Context: an optimization exercise on an open-source flow, tuned for small area. The choices shown serve that exercise and are no tape-out recipe.
In this exercise RTL edits were held to simulation tests only and were not proved equivalent to the original.

Setup of job 101:
==> flow/design.v (excerpt) <==
module arenaTop
(
    input  logic        clk,
    input  logic        rstN,
    input  logic        load,
    input  logic [74:0] update,
    output logic [23:0] pixel,
    output logic        hSync,
    output logic        vSync
);
    function automatic logic signed [7:0] sineOf(input logic [3:0] idx);
        sineOf =
              (idx == 4'd0) ? 8'sd0 :
              (idx == 4'd1) ? 8'sd49 :
              (idx == 4'd2) ? 8'sd90 :
              (idx == 4'd3) ? 8'sd117 :
              (idx == 4'd4) ? 8'sd127 :
              (idx == 4'd5) ? 8'sd117 :
              (idx == 4'd6) ? 8'sd90 :
              (idx == 4'd7) ? 8'sd49 :
              (idx == 4'd8) ? 8'sd0 :
              (idx == 4'd9) ? -8'sd49 :
              (idx == 4'd10) ? -8'sd90 :
              (idx == 4'd11) ? -8'sd117 :
              (idx == 4'd12) ? -8'sd127 :
              (idx == 4'd13) ? -8'sd117 :
              (idx == 4'd14) ? -8'sd90 :
              -8'sd49;
    endfunction
    function automatic logic signed [8:0] cosPlusSin(input logic [3:0] idx);
        cosPlusSin =
              (idx == 4'd0) ? 9'sd127 :
              (idx == 4'd1) ? 9'sd166 :
              (idx == 4'd2) ? 9'sd180 :
              (idx == 4'd3) ? 9'sd166 :
              (idx == 4'd4) ? 9'sd127 :
              (idx == 4'd5) ? 9'sd68 :
              (idx == 4'd6) ? 9'sd0 :
              (idx == 4'd7) ? -9'sd68 :
              (idx == 4'd8) ? -9'sd127 :
              (idx == 4'd9) ? -9'sd166 :
              (idx == 4'd10) ? -9'sd180 :
              (idx == 4'd11) ? -9'sd166 :
              (idx == 4'd12) ? -9'sd127 :
              (idx == 4'd13) ? -9'sd68 :
              (idx == 4'd14) ? 9'sd0 :
              9'sd68;
    endfunction
    function automatic logic [10:0] add10(input logic [9:0] a, input logic [9:0] b, input logic ci);
        logic c;
        c = ci;
        for (int i = 0; i < 10; i++)
        begin
            add10[i] = a[i] ^ b[i] ^ c;
            c = (a[i] & b[i]) | (a[i] & c) | (b[i] & c);
        end
  ...
==> flow/config.mk <==
export PLATFORM = sky130hd
export DESIGN_NAME = arenaTop
export DESIGN_NICKNAME = arenaTop
export VERILOG_FILES = /design/flow/design.v
export SDC_FILE = /design/flow/constraint.sdc
export NUM_CORES = 4
export LEC_CHECK = 0
export ABC_AREA = 1
export CAP_MARGIN = 20
export CORE_MARGIN = 2
export CORE_UTILIZATION = 40
export CTS_BUF_LIST = sky130_fd_sc_hd__clkbuf_8
export CTS_CLUSTER_DIAMETER = 60
export CTS_CLUSTER_SIZE = 12
export SLEW_MARGIN = 20
==> flow/constraint.sdc <==
create_clock -name core_clock -period 20.0 [get_ports {clk}]
set_input_delay 4.0000 -clock core_clock [delete_from_list [all_inputs] [get_ports {clk}]]
set_output_delay 4.0000 -clock core_clock [all_outputs]
set_load 0.01 [all_outputs]
run.sh (not shown) runs the stock make flow with config.mk's settings and CLKGATE_MAP_FILE= SYNTH_SCRIPT=/design/flow/synth_recipe.tcl, a recipe that flattens the netlist after the stock synthesis.
Job 101: no failed stages, no open violations at the end
## Diff of input files: job 102 against job 101
--- a/flow/design.v
+++ b/flow/design.v
@@ -257,52 +257,63 @@
     always_ff @(posedge clk)
     begin
         accX <= isA ? prodU : baseX;
         accY <= isB ? prodU : baseY;
     end
     logic yMode;         
     logic lastRow;
     assign yMode   = (col == 10'd700);
     assign lastRow = (row == 10'd524);
     logic [9:0] pos;
     logic [10:0] sumP, difP;
     assign pos  = yMode ? (lastRow ? 10'h3ff : row) : col;
-    assign sumP = add10(pos, half, yMode);
-    assign difP = add10(pos, ~half, 1'b1);
+    logic [9:0] halfU;
+    assign halfU = isB ? pend[9:0] : half;
+    assign sumP = add10(pos, halfU, yMode);
+    assign difP = add10(pos, ~halfU, 1'b1);
     logic [9:0] cT1, cB;
-    assign cT1 = yMode ? t1y : t1x;
-    assign cB  = yMode ? by  : bx;
+    assign cT1 = yMode ? t1y : (isB ? pend[74:65] : t1x);
+    assign cB  = yMode ? by  : (isB ? pend[34:25] : bx);
     logic eqLoT1, eqHiT1, eqLoB, eqHiB;
     assign eqLoT1 = (cT1 == sumP[9:0]);
     assign eqHiT1 = (cT1 == difP[9:0]);
     assign eqLoB  = (cB == sumP[9:0]);
     assign eqHiB  = (cB == difP[9:0]);
     logic gxT1, lxT1, gxB, lxB;
     always_ff @(posedge clk)
     begin
         if (col >= 10'd640)
         begin
             gxT1 <= 1'b0;
             lxT1 <= 1'b1;
             gxB  <= 1'b0;
             lxB  <= 1'b1;
         end
         else
         begin
             gxT1 <= gxT1 | eqLoT1;
             lxT1 <= lxT1 & !eqHiT1;
             gxB  <= gxB | eqLoB;
             lxB  <= lxB & !eqHiB;
         end
     end
+    logic x00T1, x00B;
+    always_ff @(posedge clk)
+    begin
+        if (col == 10'd0 && lastRow)
+        begin
+            x00T1 <= eqLoT1;
+            x00B  <= eqLoB;
+        end
+    end
     logic gyT1, lyT1, gyB, lyB;
     always_ff @(posedge clk)
     begin
         if (isB)
         begin
             gyT1 <= (pend[64:55] == pend[9:0]);
             lyT1 <= 1'b1;
             gyB  <= (pend[24:15] == pend[9:0]);
             lyB  <= 1'b1;
         end
         else if (yMode)
         begin
@@ -316,26 +327,26 @@
             else
             begin
                 gyT1 <= gyT1 | eqLoT1;
                 lyT1 <= lyT1 & !eqHiT1;
                 gyB  <= gyB | eqLoB;
                 lyB  <= lyB & !eqHiB;
             end
         end
     end
     logic [9:0] twoHalf;
     assign twoHalf = {half[8:0], 1'b0};
     logic inT1, inT2, inB, t2Live, flag00;
-    assign inT1 = (gxT1 | eqLoT1) & lxT1 & gyT1 & lyT1;
-    assign inB  = bAct & (gxB | eqLoB) & lxB & gyB & lyB;
+    assign inT1 = (isB ? x00T1 : ((gxT1 | eqLoT1) & lxT1)) & gyT1 & lyT1;
+    assign inB  = bAct & (isB ? x00B : ((gxB | eqLoB) & lxB)) & gyB & lyB;
     assign t2Live = okX && okY && le10(baseX[16:7], twoHalf) && le10(baseY[16:7], twoHalf);
     always_ff @(posedge clk)
         if (lastRow)
             flag00 <= t2Live;
     assign inT2 = isB ? flag00 : t2Live;
     logic nT1, nT2, nB, nF;
     always_comb
     begin
         nT1 = 1'b0;
         nT2 = 1'b0;
         nB  = 1'b0;
         nF  = 1'b0;
==> comparison <==
Relative to job 101, final routed wire length divided by cell count has gone down in job 102.
In terms of layout overhead on the synthesized area, job 102 and job 101 differ only marginally.
Total routed wire length on the met1 layer was lower in the run labelled job 101.
The final layout from job 102, which completed every stage, passed the timing, DRC and antenna checks at the end of the flow.
Overall routing resource usage, job 102 and job 101: higher on job 102
In the flow results for job 102 and job 101, the number of synthesized register bits is smaller on job 101.
Number of flops mapped to enable cells by yosys went down by more than 10% going from job 101 to job 102.
Looking at design area, job 102 sits 160 sq um above job 101.
The logic depth of the worst register-to-register path of job 102 falls short of that of job 101 by about 2.3%.
Compared with job 101, job 102 has less setup slack.
Job 102 against job 101: signal arrival time at the worst endpoint now sits higher, via count rose by 572, post-synth design cell area moved up, wire length of the first global-routing pass grew by 3.3%.
Job 102: worst slack on hold paths is 0.017 ns higher than what job 101 reported.
Run comparison: job 101 first element of the critical path update[13]; job 102 first element of the critical path load

-- what the ideal ports hide --
Ports are ideal in the flow. The routed layouts listed here were re-timed in OpenROAD. Step 1 sets driving cells, clkbuf_16 on the clock port and buf_2 on the other inputs (assumed; they add their load-dependent delay and slew). Step 2 moves the port delays by t, midway between the first and last clock arrival at a register: inputs arrive t later, outputs are due t later. That takes back most of the time a late clock gives input paths. Three values: no drivers, after step 1, after step 2; two values: the first two.
run	t, ns	slack for setup (ns)	worst setup path at the end	worst register clock-pin slew, ns
job 101	0.653	5.494 / 5.493 / 4.840	input to register	0.09 / 0.09
job 102	0.655	5.305 / 5.328 / 4.672	input to register	0.09 / 0.09
After both steps every run listed still meets setup and hold. The setup slack of job 101, which loses most, moves by -0.001 ns with the drivers and by -0.654 ns with both steps.
